This is an optimization exercise on Yosys and OpenROAD, whose aim is small area, a short achievable clock period and few clock cycles per item, not a production implementation. Function was checked by simulation only, so behaviour that the tests miss may differ from the original. No activity file was given, so power comes from the tool's default toggle rates.

$ cat design/flow/run.sh
#!/bin/bash
# synth_recipe.tcl (not shown) runs the flow's synth.tcl, then flattens the netlist and writes it again
# the make line also repeats each setting of config.mk as NAME=value (left out here)
make -C /OpenROAD-flow-scripts/flow DESIGN_CONFIG=/design/flow/config.mk WORK_HOME=/design/flow/orfs CLKGATE_MAP_FILE= SYNTH_SCRIPT=/design/flow/synth_recipe.tcl finish
$ cat design/flow/config.mk
export PLATFORM = sky130hd
export DESIGN_NAME = int8_zero_point_matvec_core
export DESIGN_NICKNAME = int8_zero_point_matvec_core
export VERILOG_FILES = /design/flow/design.v
export SDC_FILE = /design/flow/constraint.sdc
export NUM_CORES = 4
export LEC_CHECK = 0
export ABC_CLOCK_PERIOD_IN_PS = 3000
export CAP_MARGIN = 20
export CORE_MARGIN = 2
export CORE_UTILIZATION = 40
export SETUP_SLACK_MARGIN = 1.5
export SLEW_MARGIN = 20
$ cat design/flow/constraint.sdc
create_clock -name core_clock -period 4.6 [get_ports {clk}]
set_input_delay 0.9200 -clock core_clock [delete_from_list [all_inputs] [get_ports {clk}]]
set_output_delay 0.9200 -clock core_clock [all_outputs]
set_load 0.01 [all_outputs]
$ cat design/flow/design.v
package zpmv_pkg;
  localparam int MAX_COLUMNS_DEF = 256;
  localparam int MAX_ROWS_DEF    = 256;
  localparam int CFG_ADDR_W      = 4;
  localparam int CFG_DATA_W      = 32;
  localparam int COUNT_W         = 9;
  localparam int RES_SLOTS       = 3;
endpackage
module zpmv_cfg (
  input  logic                            clk,
  input  logic                            rst,
  input  logic                            psel,
  input  logic                            penable,
  input  logic                            pwrite,
  input  logic [zpmv_pkg::CFG_ADDR_W-1:0] paddr,
  input  logic [zpmv_pkg::CFG_DATA_W-1:0] pwdata,
  output logic [zpmv_pkg::CFG_DATA_W-1:0] prdata,
  output logic                            pready,
  output logic [7:0]                      zp_d,      
  output logic [7:0]                      cm1_d,     
  output logic [7:0]                      rm1_d      
);
  logic       wr;
  logic [7:0] zero_point;
  logic [8:0] rows_in_use;
  logic [8:0] columns_in_use;
  assign pready = 1'b1;
  assign wr     = psel && penable && pwrite;
  always_ff @(posedge clk) begin
    if (rst) begin
      zero_point     <= 8'd0;
      rows_in_use    <= 9'd1;
      columns_in_use <= 9'd1;
    end else if (wr) begin
      case (paddr[3:2])
        2'd0: zero_point     <= pwdata[7:0];
        2'd1: rows_in_use    <= pwdata[8:0];
        2'd2: columns_in_use <= pwdata[8:0];
        default: ;
      endcase
    end
  end
  always_comb begin
    case (paddr[3:2])
      2'd0:    prdata = {24'd0, zero_point};
      2'd1:    prdata = {23'd0, rows_in_use};
      2'd2:    prdata = {23'd0, columns_in_use};
      default: prdata = '0;
    endcase
  end
  logic [8:0] cols_m1;
  logic [8:0] rows_m1;
  assign cols_m1 = columns_in_use - 9'd1;
  assign rows_m1 = rows_in_use - 9'd1;
  always_ff @(posedge clk) begin
    zp_d  <= zero_point;
    cm1_d <= (columns_in_use == 9'd0) ? 8'd0 : columns_in_use[8] ? 8'd255 : cols_m1[7:0];
    rm1_d <= (rows_in_use == 9'd0) ? 8'd0 : rows_in_use[8] ? 8'd255 : rows_m1[7:0];
  end
endmodule
module zpmv_seq (
  input  logic        clk,
  input  logic        rst,
  input  logic        in_valid,
  output logic        in_ready,
  input  logic        in_mode,
  input  logic [7:0]  in_value,
  input  logic [7:0]  in_vector_index,
  input  logic        res_taken,           
  input  logic [7:0]  zp_d,
  input  logic [7:0]  cm1_d,
  input  logic [7:0]  rm1_d,
  output logic        mem_we,
  output logic [7:0]  mem_waddr,
  output logic [7:0]  mem_wdata,
  output logic [7:0]  mem_raddr,
  output logic        s1_valid,
  output logic [7:0]  s1_weight,
  output logic        s1_end,
  output logic [7:0]  s1_row,
  output logic        s1_last
);
  localparam int CR_W = $clog2(zpmv_pkg::RES_SLOTS + 1);
  logic            s0_valid;
  logic            s0_mode;
  logic [7:0]      s0_value;
  logic [7:0]      s0_index;
  logic [7:0]      col_pos;
  logic [7:0]      row_pos;
  logic            col_end;
  logic            row_end;
  logic            s0_weight;
  logic            take_w;
  logic            refund;
  logic [CR_W-1:0] credits;
  logic [CR_W-1:0] credits_nx;
  always_ff @(posedge clk) begin
    s0_mode  <= in_mode;
    s0_value <= in_value;
    s0_index <= in_vector_index;
  end
  always_ff @(posedge clk) begin
    if (rst) begin
      s0_valid <= 1'b0;
    end else begin
      s0_valid <= in_valid && in_ready;
    end
  end
  assign take_w    = in_valid && in_ready && in_mode;
  assign s0_weight = s0_valid && s0_mode;
  assign refund    = s0_weight && !col_end;
  always_comb begin
    credits_nx = credits;
    if (take_w)    credits_nx = credits_nx - CR_W'(1);
    if (refund)    credits_nx = credits_nx + CR_W'(1);
    if (res_taken) credits_nx = credits_nx + CR_W'(1);
  end
  always_ff @(posedge clk) begin
    if (rst) begin
      credits  <= CR_W'(zpmv_pkg::RES_SLOTS);
      in_ready <= 1'b0;
    end else begin
      credits  <= credits_nx;
      in_ready <= credits_nx != '0;
    end
  end
  assign col_end = col_pos >= cm1_d;
  assign row_end = row_pos >= rm1_d;
  always_ff @(posedge clk) begin
    if (rst) begin
      col_pos <= '0;
      row_pos <= '0;
    end else if (s0_weight) begin
      if (!col_end) begin
        col_pos <= col_pos + 8'd1;
      end else begin
        col_pos <= '0;
        row_pos <= row_end ? 8'd0 : row_pos + 8'd1;
      end
    end
  end
  assign mem_we    = s0_valid && !s0_mode;
  assign mem_waddr = s0_index;
  assign mem_wdata = s0_value - zp_d;
  assign mem_raddr = col_pos;
  always_ff @(posedge clk) begin
    if (rst) begin
      s1_valid <= 1'b0;
    end else begin
      s1_valid <= s0_weight;
    end
  end
  always_ff @(posedge clk) begin
    s1_weight <= s0_value;
    s1_end    <= col_end;
    s1_row    <= row_pos;
    s1_last   <= row_end;
  end
endmodule
module zpmv_vec_mem #(
  parameter int DEPTH  = zpmv_pkg::MAX_COLUMNS_DEF,
  parameter int ADDR_W = (DEPTH > 1) ? $clog2(DEPTH) : 1
) (
  input  logic              clk,
  input  logic              we,
  input  logic [ADDR_W-1:0] waddr,
  input  logic [7:0]        wdata,
  input  logic [ADDR_W-1:0] raddr,
  output logic [7:0]        rdata
);
  logic [7:0] mem [DEPTH];
  always_ff @(posedge clk) begin
    if (we) begin
      mem[waddr] <= wdata;
    end
  end
  assign rdata = mem[raddr];
endmodule
module zpmv_mac (
  input  logic        clk,
  input  logic        rst,
  input  logic        s1_valid,
  input  logic signed [7:0] s1_weight,
  input  logic signed [7:0] s1_rdata,
  input  logic        s1_end,
  input  logic [7:0]  s1_row,
  input  logic        s1_last,
  output logic        res_taken,
  output logic        out_valid,
  input  logic        out_ready,
  output logic [15:0] row_sum,
  output logic [7:0]  row_number,
  output logic        last_row
);
  localparam int EW = 16 + 8 + 1;
  logic        s2_valid;
  logic        s2_end;
  logic [7:0]  s2_row;
  logic        s2_last;
  logic signed [15:0] prod;
  logic [15:0] acc;
  logic [15:0] sum;
  logic        push;
  logic [EW-1:0] pdata;
  always_ff @(posedge clk) begin
    if (rst) begin
      s2_valid <= 1'b0;
    end else begin
      s2_valid <= s1_valid;
    end
  end
  always_ff @(posedge clk) begin
    prod    <= s1_weight * s1_rdata;
    s2_end  <= s1_end;
    s2_row  <= s1_row;
    s2_last <= s1_last;
  end
  assign sum   = acc + prod;
  assign push  = s2_valid && s2_end;
  assign pdata = {sum, s2_row, s2_last};
  always_ff @(posedge clk) begin
    if (rst) begin
      acc <= '0;
    end else if (s2_valid) begin
      acc <= s2_end ? 16'd0 : sum;
    end
  end
  logic [EW-1:0] q0, q1, q2;
  logic [2:0]    qv;
  logic          deq;
  assign deq       = qv[0] && out_ready;
  assign res_taken = deq;
  always_ff @(posedge clk) begin
    if (rst) begin
      qv <= '0;
    end else begin
      if (deq) begin
        qv[0] <= qv[1] || push;
        qv[1] <= qv[2] || (qv[1] && push);
        qv[2] <= qv[2] && push;
      end else begin
        qv[0] <= qv[0] || push;
        qv[1] <= qv[1] || (qv[0] && push);
        qv[2] <= qv[2] || (qv[1] && push);
      end
    end
  end
  always_ff @(posedge clk) begin
    if (deq) begin
      q0 <= qv[1] ? q1 : pdata;
      q1 <= qv[2] ? q2 : pdata;
      q2 <= pdata;
    end else begin
      if (!qv[0])          q0 <= pdata;
      if (qv[0] && !qv[1]) q1 <= pdata;
      if (qv[1] && !qv[2]) q2 <= pdata;
    end
  end
  assign out_valid  = qv[0];
  assign row_sum    = q0[EW-1:9];
  assign row_number = q0[8:1];
  assign last_row   = q0[0];
endmodule
module int8_zero_point_matvec_core #(
  parameter int MAX_COLUMNS = zpmv_pkg::MAX_COLUMNS_DEF,
  parameter int MAX_ROWS    = zpmv_pkg::MAX_ROWS_DEF
) (
  input  logic                            clk,
  input  logic                            rst,
  input  logic                            in_valid,
  output logic                            in_ready,
  input  logic                            in_mode,
  input  logic signed [7:0]               in_value,
  input  logic [7:0]                      in_vector_index,
  output logic                            out_valid,
  input  logic                            out_ready,
  output logic signed [15:0]              out_row_sum,
  output logic [7:0]                      out_row_number,
  output logic                            out_last_row,
  input  logic                            psel,
  input  logic                            penable,
  input  logic                            pwrite,
  input  logic [zpmv_pkg::CFG_ADDR_W-1:0] paddr,
  input  logic [zpmv_pkg::CFG_DATA_W-1:0] pwdata,
  output logic [zpmv_pkg::CFG_DATA_W-1:0] prdata,
  output logic                            pready
);
  logic [7:0]  zp_d;
  logic [7:0]  cm1_d;
  logic [7:0]  rm1_d;
  logic        res_taken;
  logic        mem_we;
  logic [7:0]  mem_waddr;
  logic [7:0]  mem_wdata;
  logic [7:0]  mem_raddr;
  logic [7:0]  mem_rdata;
  logic        s1_valid;
  logic [7:0]  s1_weight;
  logic        s1_end;
  logic [7:0]  s1_row;
  logic        s1_last;
  logic [7:0]  s1_rdata;
  zpmv_cfg u_cfg (
    .clk     (clk),
    .rst     (rst),
    .psel    (psel),
    .penable (penable),
    .pwrite  (pwrite),
    .paddr   (paddr),
    .pwdata  (pwdata),
    .prdata  (prdata),
    .pready  (pready),
    .zp_d    (zp_d),
    .cm1_d   (cm1_d),
    .rm1_d   (rm1_d)
  );
  zpmv_seq u_seq (
    .clk             (clk),
    .rst             (rst),
    .in_valid        (in_valid),
    .in_ready        (in_ready),
    .in_mode         (in_mode),
    .in_value        (in_value),
    .in_vector_index (in_vector_index),
    .res_taken       (res_taken),
    .zp_d            (zp_d),
    .cm1_d           (cm1_d),
    .rm1_d           (rm1_d),
    .mem_we          (mem_we),
    .mem_waddr       (mem_waddr),
    .mem_wdata       (mem_wdata),
    .mem_raddr       (mem_raddr),
    .s1_valid        (s1_valid),
    .s1_weight       (s1_weight),
    .s1_end          (s1_end),
    .s1_row          (s1_row),
    .s1_last         (s1_last)
  );
  zpmv_vec_mem u_mem (
    .clk   (clk),
    .we    (mem_we),
    .waddr (mem_waddr),
    .wdata (mem_wdata),
    .raddr (mem_raddr),
    .rdata (mem_rdata)
  );
  always_ff @(posedge clk) begin
    s1_rdata <= mem_rdata;
  end
  zpmv_mac u_mac (
    .clk        (clk),
    .rst        (rst),
    .s1_valid   (s1_valid),
    .s1_weight  (s1_weight),
    .s1_rdata   (s1_rdata),
    .s1_end     (s1_end),
    .s1_row     (s1_row),
    .s1_last    (s1_last),
    .res_taken  (res_taken),
    .out_valid  (out_valid),
    .out_ready  (out_ready),
    .row_sum    (out_row_sum),
    .row_number (out_row_number),
    .last_row   (out_last_row)
  );
endmodule
==> results.txt <==
Final period util=between 80% and 90%; mapped cell area=91300 sq um; final total power=roughly 0.044 W; clock slew at reported path FFs=roughly 60 ps; Die Area=approximately 230000 sq um; clock latency (worst-skew pair)=approximately 900 ps; CP Max Fanout=6; Final Hold Viols=0; starting DRC count in detailed routing=4762; Int Power=~0.035 W; Yosys cell types=65; reg-to-reg startpoint=u_seq.s1_weight[6]; Lkg Pwr=32.7 nW; Max-Slew Margin vs Limit=a little under a quarter; 1st-pass router iterations=6; worst path required time=5340 ps; die width=around 480 um; post-layout min period=between 3000 and 4000 ps; Worst-Margin Slew=about 1200 ps; Mapped Cells=~4800; Core ar.=roughly 230000 sq um; Placement Setup Slack=between 200 and 300 ps; CP startpoint kind=flop; num ports=between 100 and 150; Post-Route Setup TNS=0 ps; Psw=approximately 0.0099 W; Crit Path Category=flop to flop; WL/cell=26.7 um; Setup-failing EPs final=0; CTS tree=done; slowest stage cell, crit path=fa_1; largest net degree at the start of global routing=approximately 190; hold_ws=around 320 ps; Port Buf Inserts=70; Syn. warnings=5; max incr delay on CP=~520 ps; number of hold buffers added after cts=0; Root Driver=clkbuf_16; register area=67000 sq um; min setup slack post-route=666 ps; Area after DPL=between 90000 and 100000 sq um; post-route ant nets=0; top_reg_cell synth=edfxtp_1; layout cells sized above 1=roughly a quarter; DR vias=45900; total gr overflow=0; Clock Sinks=2283; final instance area=around 110000 sq um; RePlAce Congestion=~0.8; switching share of power=around 22%; post-DP HPWL=~130000 um; crit path cell chain=and2_4, fa_1, inv_1, fa_1, inv_2, fa_1, inv_1, fa_2, inv_2, ha_4, buf_4, buf_6, inv_4, a21boi_2, o21ai_2, a21oi_2, or2_4, xnor2_1; Max clock buf depth=3; Seq/Total Area, Yosys=approximately 73%; PwrDens=around 420 nW/um^2; Final #Nets=around 5200; vias in the first global route=roughly 46000; P&R area growth vs syn=15.1%; cts bufs inserted=227; starting density of the core=between 40% and 50%; Die Y=a little under 500 um; sequential share of power=a little over half; Post-synth EDFFs=about 2100; Worst EP arrival=roughly 4700 ps; fmax=about 250 MHz; CP dominant cell by count=fa_1; Logic pwr share=6.4%; Post-synth ARST share=0%; fill count=18800; max cap viols=0; H-tree depth=4; outcome=timing/DRC/antenna clean; Yosys reg bits=roughly 2300; type of element capturing the critical path=flop; max-slew violations=0; multi-input logic area=between 20000 and 25000 sq um; maximum vdd drop=337 uV; Overall Global Routing Usage=18.9%; Critical Path Start=u_seq.s1_weight[6]; clock skew=between 70 and 80 ps; Clk pwr share=between 40% and 50%; syn avg cell area=roughly 19 sq um; hold path startpoint=u_seq.s1_row[0]; Post-route DRC=0; min-delay worst type=flop to flop; WL final=between 200000 and 250000 um; global-route wire length before repair=between 300000 and 400000 um; initial antenna violation count=3; unrepaired setup endpoints after global routing=yes; Via-to-Cell Ratio=~5.6; # rows=about 180
## path summary, 6_finish.rpt
path	to	slack, ps	cells after the start
worst min register to register	u_mac.s2_row[0]	320	0
worst max register to register	u_mac.prod[12]	670	18
worst max-delay path	u_mac.prod[12]	670	18
worst min-delay path	u_mac.s2_row[0]	320	0
## area by class of cell
type / instances / share of cell area (%)
clock buffer: 276 / 5.67
multi-input combinational: 2126 / 22.2
sequential: 2283 / 63.8
antenna: 2 / 0.00476
clock inverter: 149 / 1.39
inverter: 141 / 0.523
timing repair buffer: 262 / 2.85
tap: 3009 / 3.58
## timing repair
action,CTS,global route
setup buffers,22,15
gates resized for setup,155,100
setup endpoints to repair,34,67
cloned,4,2
pin swaps,36,46
## cell usage after synthesis (6+ instances only)
cell,number,area share (%)
edfxtp_1,2123,70
mux4_2,536,13
nor2_1,360,1.5
nand2_1,252,1.0
dfxtp_1,160,3.5
inv_1,141,0.58
mux2i_1,124,1.4
clkbuf_1,123,0.51
a21oi_1,116,0.64
ha_1,71,0.97
buf_4,58,0.48
o21ai_0,58,0.32
fa_1,57,1.2
buf_2,54,0.30
and2_1,52,0.36
a22oi_1,45,0.37
nand3_1,42,0.23
xnor2_1,41,0.39
nor2b_1,38,0.26
o221ai_1,36,0.35
mux2_2,25,0.31
nand2b_1,20,0.14
nand4_1,20,0.14
buf_6,19,0.23
o22ai_1,19,0.13
buf_1,16,0.066
xor2_1,16,0.15
a211oi_1,15,0.12
and3_1,14,0.096
o211ai_1,14,0.12
a22o_1,13,0.12
nor3_1,13,0.071
a221oi_1,10,0.096
a31oi_1,10,0.069
o21bai_1,9,0.074
a21o_1,8,0.066
o21ai_1,7,0.038
a211o_1,6,0.058
## power by group through the flow
stage	combinational (W)	sequential, W	clock, W
after floorplan	0.00160	0.0239	0
after global placement	0.00250	0.0238	0
after detailed placement	0.00258	0.0238	0
after CTS	0.00275	0.0233	0.0186
after global routing	0.00314	0.0233	0.0194
final	0.00283	0.0233	0.0183
## critical path: cells and delay by family (launching register included)
kind	cells	cell delay, ps
flip-flops	1	370
buffers and inverters	7	460
AND/OR/NAND/NOR	2	390
AO/OA/AOI/OAI	3	300
XOR/XNOR	1	120
adder cells (fa/ha/maj)	5	2180
## per-stage QoR
step | util [%] | std cells
floorplan | - | 4820
global placement | 42.4 | 7778
detailed placement | 42.4 | 7778
CTS | 46.0 | 8229
global route | 46.3 | 8247
finish | 46.3 | 8248
## kinds of logic (layout without fill, tap and decap cells)
| kind of cell | after synthesis | in the layout | synth area share [%] |
|---|---|---|---|
| and+or+nand+nor | 838 | 839 | 4.02 |
| muxes | 685 | 685 | 14.9 |
| other | 2 | 26 | 0.00823 |
| xor gates and xnor gates | 57 | 57 | 0.547 |
| buffers and inverters | 412 | 828 | 2.16 |
| AOI/OAI and AO/OA | 393 | 393 | 2.82 |
| adders and majority gates | 128 | 128 | 2.22 |
| DFF | 2283 | 2283 | 73.3 |
## cells in the final DEF (no fill, tap or decap), drive strengths merged, types with 14 or more instances in the layout
| master | synthesis | layout |
|---|---|---|
| clkdlybuf4s50 | 0 | 58 |
| conb | 2 | 24 |
| nor2 | 360 | 360 |
| a211oi | 15 | 15 |
| o22ai | 19 | 19 |
| o21ai | 65 | 65 |
| edfxtp | 2123 | 2123 |
| bufinv | 0 | 18 |
| a22oi | 45 | 45 |
| ha | 71 | 71 |
| and3 | 14 | 14 |
| nand4 | 20 | 20 |
| nor2b | 38 | 39 |
| a21oi | 116 | 116 |
| nand2 | 252 | 252 |
| o221ai | 36 | 36 |
| o211ai | 14 | 14 |
| inv | 141 | 146 |
| xor2 | 16 | 16 |
| dfxtp | 160 | 160 |
| mux2 | 25 | 25 |
| buf | 147 | 189 |
| nand2b | 20 | 20 |
| fa | 57 | 57 |
| mux2i | 124 | 124 |
| nand3 | 42 | 42 |
| mux4 | 536 | 536 |
| and2 | 52 | 52 |
| clkbuf | 124 | 279 |
| xnor2 | 41 | 41 |
| clkinv | 0 | 115 |
## sequential cells by signal, summed over array words and instances (netlist names), 9 cells and up
register / cells
u_mac.q1: 25
u_mac.q2: 25
u_mac.prod: 16
u_mac.acc: 16
u_cfg.columns_in_use: 9
u_mem.mem: 2048
u_mac.q0: 25
u_cfg.rows_in_use: 9
## per-layer routing
metal	vias to the layer above	wire (um)	track usage [%]
li1	19500	-	-
met1	24400	96800	27.8
met4	0	4710	4.95
met5	-	0	0
met2	1683	103000	29.0
met3	271	15600	3.31
Testbench counts, summed over its fixed seeds: cycles 126,975, items 126,647.

afterwards: timing with drivers on the ports:
The results above use ideal ports. As a check the final layout listed here was re-extracted and re-timed, cells and wires unchanged.
Step 1: set_driving_cell puts a clkbuf_16 on clk and a buf_2 on each other input, an assumption about the parent block.
Step 2 times the ports against the registers' clock, not the clock port: input delays grow and output delays shrink by t, the midpoint of the rising clock arrivals with the driver on.
Slacks: ideal ports / drivers / drivers and shift; pairs: ideal ports / drivers.
t, ns: 0.954
setup slack, ns: 0.666 / 0.666 / 0.666
worst data-port slew with drivers (ns): 0.04
pins driven straight from the clock port: 1
After both steps this run still meets setup and hold. The setup slack of this run moves by 0.000 ns with the drivers and by 0.000 ns with both steps.
